This is an optimization exercise on Yosys and OpenROAD, whose aim is small area, a short achievable clock period and few clock cycles per item, not a production implementation. RTL that was checked went through simulation tests only; none was proved equivalent to the original. No activity file was given, so power comes from the tool's default toggle rates.

## run 1
Design closest_colour_pixel_tracker, start of the top module:
module closest_colour_pixel_tracker (
  input  wire         clk,
  input  wire         rst_n,
  input  wire         cfg_we,
  input  wire  [2:0]  cfg_idx,
  input  wire  [23:0] cfg_wdata,
  input  wire         in_valid,
  output wire         in_stall,
  input  wire  [47:0] in_data,
  output wire         out_valid,
  input  wire         out_stall,
  output wire  [68:0] out_data
);
Size in the first run: ~610 flip-flops, about 150 I/O pins, ~31,000 um2 of cells after synthesis.
==> flow/config.mk <==
export PLATFORM = sky130hd
export DESIGN_NAME = closest_colour_pixel_tracker
export DESIGN_NICKNAME = closest_colour_pixel_tracker
export VERILOG_FILES = /design/flow/design.v
export SDC_FILE = /design/flow/constraint.sdc
export NUM_CORES = 4
export LEC_CHECK = 0
export CAP_MARGIN = 20
export CORE_MARGIN = 2
export CORE_UTILIZATION = 40
export CTS_CLUSTER_DIAMETER = 100
export CTS_CLUSTER_SIZE = 25
export SETUP_SLACK_MARGIN = 4.5
export SLEW_MARGIN = 20
export SYNTH_HIERARCHICAL = 1
==> flow/constraint.sdc <==
create_clock -name core_clock -period 7.5 [get_ports {clk}]
set_input_delay 1.5000 -clock core_clock [delete_from_list [all_inputs] [get_ports {clk}]]
set_output_delay 1.5000 -clock core_clock [all_outputs]
set_load 0.01 [all_outputs]
standard.sh (not shown) runs the stock make flow with config.mk's settings and CLKGATE_MAP_FILE= SYNTH_SCRIPT=/design/flow/synth_recipe.tcl, a recipe that flattens the netlist after the stock synthesis.
==> flow/flow/run.sh <==
#!/bin/bash
# Layout flow: the standard flow (standard.sh), with the port buffers made of
# sky130_fd_sc_hd__buf_2 cells. The full make output goes to standard.log here.
set -euo pipefail
bash standard.sh "BUFFER_PORTS_ARGS=-buffer_cell sky130_fd_sc_hd__buf_2" finish > standard.log 2>&1
Testbench counts of run 1, summed over its fixed seeds: cycles 34,564, pixels 34,052.
--- input diff run 1..run 3 ---
diff --git a/flow/design.v b/flow/design.v
--- a/flow/design.v
+++ b/flow/design.v
@@ -1835,74 +1835,54 @@
   reg  [17:0] s3_d2;
   always @(posedge clk) begin
     s3_d0 <= d0;
     s3_d1 <= d1;
     s3_d2 <= d2;
   end
   reg  [15:0] best0, best1, best2;
   reg  [21:0] pos0, pos1, pos2;
   reg         flag0, flag1, flag2;
+  wire [21:0] pos_in = s3_pos & {22{rst_n}};
   wire lt_best0 = (s3_d0 < {2'b00, best0});
   wire lt_rst0  = (s3_d0 < 18'd65025);
   wire lt0      = s3_first ? lt_rst0 : lt_best0;
   wire pres0    = (s3_d0 < thr_sq0);
   always @(posedge clk) begin
-    if (!rst_n) begin
-      best0 <= 16'd65025;
-      pos0  <= 22'd0;
-      flag0 <= 1'b0;
-    end else if (s3_v) begin
-      if (lt0) begin
-        best0 <= s3_d0[15:0];
-        pos0  <= s3_pos;
-      end else if (s3_first) begin
-        best0 <= 16'd65025;
-      end
-      flag0 <= (flag0 & ~s3_first) | pres0;
-    end
+    if (!rst_n || (s3_v && (lt0 || s3_first)))
+      best0 <= (rst_n && lt0) ? s3_d0[15:0] : 16'd65025;
+    if (!rst_n || (s3_v && lt0))
+      pos0  <= pos_in;
+    if (!rst_n || s3_v)
+      flag0 <= rst_n & ((flag0 & ~s3_first) | pres0);
   end
   wire lt_best1 = (s3_d1 < {2'b00, best1});
   wire lt_rst1  = (s3_d1 < 18'd65025);
   wire lt1      = s3_first ? lt_rst1 : lt_best1;
   wire pres1    = (s3_d1 < thr_sq1);
   always @(posedge clk) begin
-    if (!rst_n) begin
-      best1 <= 16'd65025;
-      pos1  <= 22'd0;
-      flag1 <= 1'b0;
-    end else if (s3_v) begin
-      if (lt1) begin
-        best1 <= s3_d1[15:0];
-        pos1  <= s3_pos;
-      end else if (s3_first) begin
-        best1 <= 16'd65025;
-      end
-      flag1 <= (flag1 & ~s3_first) | pres1;
-    end
+    if (!rst_n || (s3_v && (lt1 || s3_first)))
+      best1 <= (rst_n && lt1) ? s3_d1[15:0] : 16'd65025;
+    if (!rst_n || (s3_v && lt1))
+      pos1  <= pos_in;
+    if (!rst_n || s3_v)
+      flag1 <= rst_n & ((flag1 & ~s3_first) | pres1);
   end
   wire lt_best2 = (s3_d2 < {2'b00, best2});
   wire lt_rst2  = (s3_d2 < 18'd65025);
   wire lt2      = s3_first ? lt_rst2 : lt_best2;
   wire pres2    = (s3_d2 < thr_sq2);
   always @(posedge clk) begin
-    if (!rst_n) begin
-      best2 <= 16'd65025;
-      pos2  <= 22'd0;
-      flag2 <= 1'b0;
-    end else if (s3_v) begin
-      if (lt2) begin
-        best2 <= s3_d2[15:0];
-        pos2  <= s3_pos;
-      end else if (s3_first) begin
-        best2 <= 16'd65025;
-      end
-      flag2 <= (flag2 & ~s3_first) | pres2;
-    end
+    if (!rst_n || (s3_v && (lt2 || s3_first)))
+      best2 <= (rst_n && lt2) ? s3_d2[15:0] : 16'd65025;
+    if (!rst_n || (s3_v && lt2))
+      pos2  <= pos_in;
+    if (!rst_n || s3_v)
+      flag2 <= rst_n & ((flag2 & ~s3_first) | pres2);
   end
   always @(posedge clk) begin
     if (!rst_n)                out_valid_r <= 1'b0;
     else if (s3_v & s3_last)   out_valid_r <= 1'b1;
     else if (handover)         out_valid_r <= 1'b0;
   end
   assign out_valid = out_valid_r;
   assign out_data  = {pos0, pos1, pos2, flag0, flag1, flag2};
 endmodule
Sort run 1 and run 3 by number of buffers inserted during clock tree synthesis desc -> top: run 3. Taking run 1 as the reference, in run 3 met3 global-route usage higher; count of inverters other than clock inverters in the layout shrank by 8.6%; clock skew lower; number of distinct library cells after synthesis +2; clock network fraction of total power +1.3 points.
The RTL of run 3 was laid out without a check of its function.

* * *

closest_colour_pixel_tracker with an RTL version that a note above also has.
For scale: about 2600 cells after synthesis, about 610 flip-flops, about 31000 µm² of cells after synthesis.
==> flow/config.mk <==
export PLATFORM = sky130hd
export DESIGN_NAME = closest_colour_pixel_tracker
export DESIGN_NICKNAME = closest_colour_pixel_tracker
export VERILOG_FILES = /design/flow/design.v
export SDC_FILE = /design/flow/constraint.sdc
export NUM_CORES = 4
export LEC_CHECK = 0
export CAP_MARGIN = 20
export CORE_MARGIN = 2
export CORE_UTILIZATION = 40
export SETUP_SLACK_MARGIN = 4.5
export SLEW_MARGIN = 20
export SYNTH_HIERARCHICAL = 1
==> flow/constraint.sdc <==
create_clock -name core_clock -period 7.5 [get_ports {clk}]
set_input_delay 1.5000 -clock core_clock [delete_from_list [all_inputs] [get_ports {clk}]]
set_output_delay 1.5000 -clock core_clock [all_outputs]
set_load 0.01 [all_outputs]
run.sh (not shown) runs the stock make flow with config.mk's settings and CLKGATE_MAP_FILE= SYNTH_SCRIPT=/design/flow/synth_recipe.tcl, a recipe that flattens the netlist after the stock synthesis.
Stock flow here: none of the scripts above is used.
Next try:
--- a/flow/design.v
+++ b/flow/design.v
@@ -1836,52 +1836,72 @@
   always @(posedge clk) begin
     s3_d0 <= d0;
     s3_d1 <= d1;
     s3_d2 <= d2;
   end
   reg  [15:0] best0, best1, best2;
   reg  [21:0] pos0, pos1, pos2;
   reg         flag0, flag1, flag2;
-  wire [21:0] pos_in = s3_pos & {22{rst_n}};
   wire lt_best0 = (s3_d0 < {2'b00, best0});
   wire lt_rst0  = (s3_d0 < 18'd65025);
   wire lt0      = s3_first ? lt_rst0 : lt_best0;
   wire pres0    = (s3_d0 < thr_sq0);
   always @(posedge clk) begin
-    if (!rst_n || (s3_v && (lt0 || s3_first)))
-      best0 <= (rst_n && lt0) ? s3_d0[15:0] : 16'd65025;
-    if (!rst_n || (s3_v && lt0))
-      pos0  <= pos_in;
-    if (!rst_n || s3_v)
-      flag0 <= rst_n & ((flag0 & ~s3_first) | pres0);
+    if (!rst_n) begin
+      best0 <= 16'd65025;
+      pos0  <= 22'd0;
+      flag0 <= 1'b0;
+    end else if (s3_v) begin
+      if (lt0) begin
+        best0 <= s3_d0[15:0];
+        pos0  <= s3_pos;
+      end else if (s3_first) begin
+        best0 <= 16'd65025;
+      end
+      flag0 <= (flag0 & ~s3_first) | pres0;
+    end
   end
   wire lt_best1 = (s3_d1 < {2'b00, best1});
   wire lt_rst1  = (s3_d1 < 18'd65025);
   wire lt1      = s3_first ? lt_rst1 : lt_best1;
   wire pres1    = (s3_d1 < thr_sq1);
   always @(posedge clk) begin
-    if (!rst_n || (s3_v && (lt1 || s3_first)))
-      best1 <= (rst_n && lt1) ? s3_d1[15:0] : 16'd65025;
-    if (!rst_n || (s3_v && lt1))
-      pos1  <= pos_in;
-    if (!rst_n || s3_v)
-      flag1 <= rst_n & ((flag1 & ~s3_first) | pres1);
+    if (!rst_n) begin
+      best1 <= 16'd65025;
+      pos1  <= 22'd0;
+      flag1 <= 1'b0;
+    end else if (s3_v) begin
+      if (lt1) begin
+        best1 <= s3_d1[15:0];
+        pos1  <= s3_pos;
+      end else if (s3_first) begin
+        best1 <= 16'd65025;
+      end
+      flag1 <= (flag1 & ~s3_first) | pres1;
+    end
   end
   wire lt_best2 = (s3_d2 < {2'b00, best2});
   wire lt_rst2  = (s3_d2 < 18'd65025);
   wire lt2      = s3_first ? lt_rst2 : lt_best2;
   wire pres2    = (s3_d2 < thr_sq2);
   always @(posedge clk) begin
-    if (!rst_n || (s3_v && (lt2 || s3_first)))
-      best2 <= (rst_n && lt2) ? s3_d2[15:0] : 16'd65025;
-    if (!rst_n || (s3_v && lt2))
-      pos2  <= pos_in;
-    if (!rst_n || s3_v)
-      flag2 <= rst_n & ((flag2 & ~s3_first) | pres2);
+    if (!rst_n) begin
+      best2 <= 16'd65025;
+      pos2  <= 22'd0;
+      flag2 <= 1'b0;
+    end else if (s3_v) begin
+      if (lt2) begin
+        best2 <= s3_d2[15:0];
+        pos2  <= s3_pos;
+      end else if (s3_first) begin
+        best2 <= 16'd65025;
+      end
+      flag2 <= (flag2 & ~s3_first) | pres2;
+    end
   end
   always @(posedge clk) begin
     if (!rst_n)                out_valid_r <= 1'b0;
     else if (s3_v & s3_last)   out_valid_r <= 1'b1;
     else if (handover)         out_valid_r <= 1'b0;
   end
   assign out_valid = out_valid_r;
   assign out_data  = {pos0, pos1, pos2, flag0, flag1, flag2};
Critical path depth rose by 7.
Count of clock-buffer cells in the layout fell by 3.
Worst setup slack is better by 66 ps.
Global-route usage rose by 0.48 points.
Via count rose by a few percent.
Final area is about the same.
First-iteration DRC count rose by roughly a tenth.
Area after synthesis rose slightly.
Clock power fell slightly.
Non-clock buffer count fell by 1.
Maximum frequency rose by a few percent.
Testbench counts after the change, summed over its fixed seeds: cycles 34,564, pixels 34,052.
No functional check of the RTL was part of the first run of this note.

* * *

closest_colour_pixel_tracker again, from the RTL that the note above started with.
// closest_colour_pixel_tracker
module closest_colour_pixel_tracker (
  input  wire         clk,
  input  wire         rst_n,
  input  wire         cfg_we,
  input  wire  [2:0]  cfg_idx,
  input  wire  [23:0] cfg_wdata,
  input  wire         in_valid,
  output wire         in_stall,
  input  wire  [47:0] in_data,
  output wire         out_valid,
  input  wire         out_stall,
  output wire  [68:0] out_data
);
  reg  [23:0] tgn0, tgn1, tgn2;
  reg  [17:0] thr_sq0, thr_sq1, thr_sq2;
  reg  [8:0]  thr_r;
  reg  [2:0]  thr_we1, thr_we2;
  wire p843 = thr_r[0] & thr_r[2];
  wire p844 = thr_r[0] & thr_r[3];
  wire p845 = thr_r[0] & thr_r[4];
  wire p846 = thr_r[0] & thr_r[5];
  wire p847 = thr_r[0] & thr_r[6];
  wire p848 = thr_r[0] & thr_r[7];
  wire p849 = thr_r[0] & thr_r[8];
  wire p850 = thr_r[1] & ~thr_r[0];
  wire p851 = thr_r[1] & thr_r[0];
  wire p852 = thr_r[1] & thr_r[3];
  wire p853 = thr_r[1] & thr_r[4];
  wire p854 = thr_r[1] & thr_r[5];
  wire p855 = thr_r[1] & thr_r[6];
  wire p856 = thr_r[1] & thr_r[7];
  wire p857 = thr_r[1] & thr_r[8];
  wire p858 = thr_r[2] & ~thr_r[1];
  wire p859 = thr_r[2] & thr_r[1];
  wire p860 = thr_r[2] & thr_r[4];
  wire p861 = thr_r[2] & thr_r[5];
  wire p862 = thr_r[2] & thr_r[6];
  wire p863 = thr_r[2] & thr_r[7];
  wire p864 = thr_r[2] & thr_r[8];
  wire p865 = thr_r[3] & ~thr_r[2];
  wire p866 = thr_r[3] & thr_r[2];
  wire p867 = thr_r[3] & thr_r[5];
  wire p868 = thr_r[3] & thr_r[6];
  wire p869 = thr_r[3] & thr_r[7];
  wire p870 = thr_r[3] & thr_r[8];
  wire p871 = thr_r[4] & ~thr_r[3];
  wire p872 = thr_r[4] & thr_r[3];
  wire p873 = thr_r[4] & thr_r[6];
  wire p874 = thr_r[4] & thr_r[7];
  wire p875 = thr_r[4] & thr_r[8];
  wire p876 = thr_r[5] & ~thr_r[4];
  wire p877 = thr_r[5] & thr_r[4];
  wire p878 = thr_r[5] & thr_r[7];
  wire p879 = thr_r[5] & thr_r[8];
  wire p880 = thr_r[6] & ~thr_r[5];
  wire p881 = thr_r[6] & thr_r[5];
  wire p882 = thr_r[6] & thr_r[8];
  wire p883 = thr_r[7] & ~thr_r[6];
  wire p884 = thr_r[7] & thr_r[6];
  wire p885 = thr_r[8] & ~thr_r[7];
  wire p886 = thr_r[8] & thr_r[7];
  wire fs20001, fc20001;
  ...
Settings: LEC_CHECK=0, CAP_MARGIN=20, CORE_MARGIN=2, CORE_UTILIZATION=40, SETUP_SLACK_MARGIN=4.5, SLEW_MARGIN=20, SYNTH_HIERARCHICAL=1; clock period 7.5 ns.
standard.sh (not shown) runs the stock make flow with config.mk's settings and CLKGATE_MAP_FILE= SYNTH_SCRIPT=/design/flow/synth_recipe.tcl, a recipe that flattens the netlist after the stock synthesis.
Scripts as last shown in full above: flow/flow/run.sh
The first run produced a clean layout.
Edit:
--- a/flow/design.v
+++ b/flow/design.v
@@ -1837,50 +1837,70 @@
     s3_d0 <= d0;
     s3_d1 <= d1;
     s3_d2 <= d2;
   end
   reg  [15:0] best0, best1, best2;
   reg  [21:0] pos0, pos1, pos2;
   reg         flag0, flag1, flag2;
-  wire [21:0] pos_in = s3_pos & {22{rst_n}};
   wire lt_best0 = (s3_d0 < {2'b00, best0});
   wire lt_rst0  = (s3_d0 < 18'd65025);
   wire lt0      = s3_first ? lt_rst0 : lt_best0;
   wire pres0    = (s3_d0 < thr_sq0);
   always @(posedge clk) begin
-    if (!rst_n || (s3_v && (lt0 || s3_first)))
-      best0 <= (rst_n && lt0) ? s3_d0[15:0] : 16'd65025;
-    if (!rst_n || (s3_v && lt0))
-      pos0  <= pos_in;
-    if (!rst_n || s3_v)
-      flag0 <= rst_n & ((flag0 & ~s3_first) | pres0);
+    if (!rst_n) begin
+      best0 <= 16'd65025;
+      pos0  <= 22'd0;
+      flag0 <= 1'b0;
+    end else if (s3_v) begin
+      if (lt0) begin
+        best0 <= s3_d0[15:0];
+        pos0  <= s3_pos;
+      end else if (s3_first) begin
+        best0 <= 16'd65025;
+      end
+      flag0 <= (flag0 & ~s3_first) | pres0;
+    end
   end
   wire lt_best1 = (s3_d1 < {2'b00, best1});
   wire lt_rst1  = (s3_d1 < 18'd65025);
   wire lt1      = s3_first ? lt_rst1 : lt_best1;
   wire pres1    = (s3_d1 < thr_sq1);
   always @(posedge clk) begin
-    if (!rst_n || (s3_v && (lt1 || s3_first)))
-      best1 <= (rst_n && lt1) ? s3_d1[15:0] : 16'd65025;
-    if (!rst_n || (s3_v && lt1))
-      pos1  <= pos_in;
-    if (!rst_n || s3_v)
-      flag1 <= rst_n & ((flag1 & ~s3_first) | pres1);
+    if (!rst_n) begin
+      best1 <= 16'd65025;
+      pos1  <= 22'd0;
+      flag1 <= 1'b0;
+    end else if (s3_v) begin
+      if (lt1) begin
+        best1 <= s3_d1[15:0];
+        pos1  <= s3_pos;
+      end else if (s3_first) begin
+        best1 <= 16'd65025;
+      end
+      flag1 <= (flag1 & ~s3_first) | pres1;
+    end
   end
   wire lt_best2 = (s3_d2 < {2'b00, best2});
   wire lt_rst2  = (s3_d2 < 18'd65025);
   wire lt2      = s3_first ? lt_rst2 : lt_best2;
   wire pres2    = (s3_d2 < thr_sq2);
   always @(posedge clk) begin
-    if (!rst_n || (s3_v && (lt2 || s3_first)))
-      best2 <= (rst_n && lt2) ? s3_d2[15:0] : 16'd65025;
-    if (!rst_n || (s3_v && lt2))
-      pos2  <= pos_in;
-    if (!rst_n || s3_v)
-      flag2 <= rst_n & ((flag2 & ~s3_first) | pres2);
+    if (!rst_n) begin
+      best2 <= 16'd65025;
+      pos2  <= 22'd0;
+      flag2 <= 1'b0;
+    end else if (s3_v) begin
+      if (lt2) begin
+        best2 <= s3_d2[15:0];
+        pos2  <= s3_pos;
+      end else if (s3_first) begin
+        best2 <= 16'd65025;
+      end
+      flag2 <= (flag2 & ~s3_first) | pres2;
+    end
   end
   always @(posedge clk) begin
     if (!rst_n)                out_valid_r <= 1'b0;
     else if (s3_v & s3_last)   out_valid_r <= 1'b1;
     else if (handover)         out_valid_r <= 1'b0;
   end
   assign out_valid = out_valid_r;
Effect:
- non-clock buffer count came out higher by 7
- routed wire length goes up by 2.5%
- cell area stays flat
- fmax grows by about 2.1%
- core utilization hardly moves
- sequential power is lower by about 4%
- clock power went down by about 2%
- synthesized area came out higher by 0.47%
- final cell count rose by about 4%
- synthesized cell count climbs by about 7%
- power rises by 0.58%
Testbench counts after the change, summed over its fixed seeds: cycles 34,564, pixels 34,052.
No functional check of the RTL was part of the first run of this note.

-- port drivers added, routing unchanged --
No port has a modelled driver above. Below, the same layouts with a new extraction and two added sets of constraints. Step 1 assumes that a clkbuf_16 drives the clock port and a buf_2 every other input. Step 2 adds t to the input delays and takes it off the output delays; t is the mean of the earliest and latest rising clock arrival at the registers after step 1. Input paths then give back, and output paths get back, about the clock's delay inside the block. Three values: no drivers, after step 1, after step 2; two values: the first two.
| run | t, ns | setup WS [ns] | cell pins on the clock port's net |
|---|---|---|---|
| run 1 | 0.673 | 4.576 / 4.576 / 4.017 | 1 |
| run 3 | 0.691 | 4.543 / 4.543 / 4.049 | 1 |
| the first run of note 2 | 0.674 | 4.469 / 4.491 / 3.832 | 1 |
| the second run of note 2 | 0.663 | 4.534 / 4.534 / 3.926 | 1 |
| the first run of note 3 | 0.672 | 4.517 / 4.517 / 4.041 | 1 |
| the second run of note 3 | 0.656 | 4.579 / 4.579 / 4.039 | 1 |
After both steps setup and hold are still met in every run listed. For the first run of note 2, which loses most, drivers alone change the setup slack by +0.022 ns; drivers and shift together by -0.637 ns.
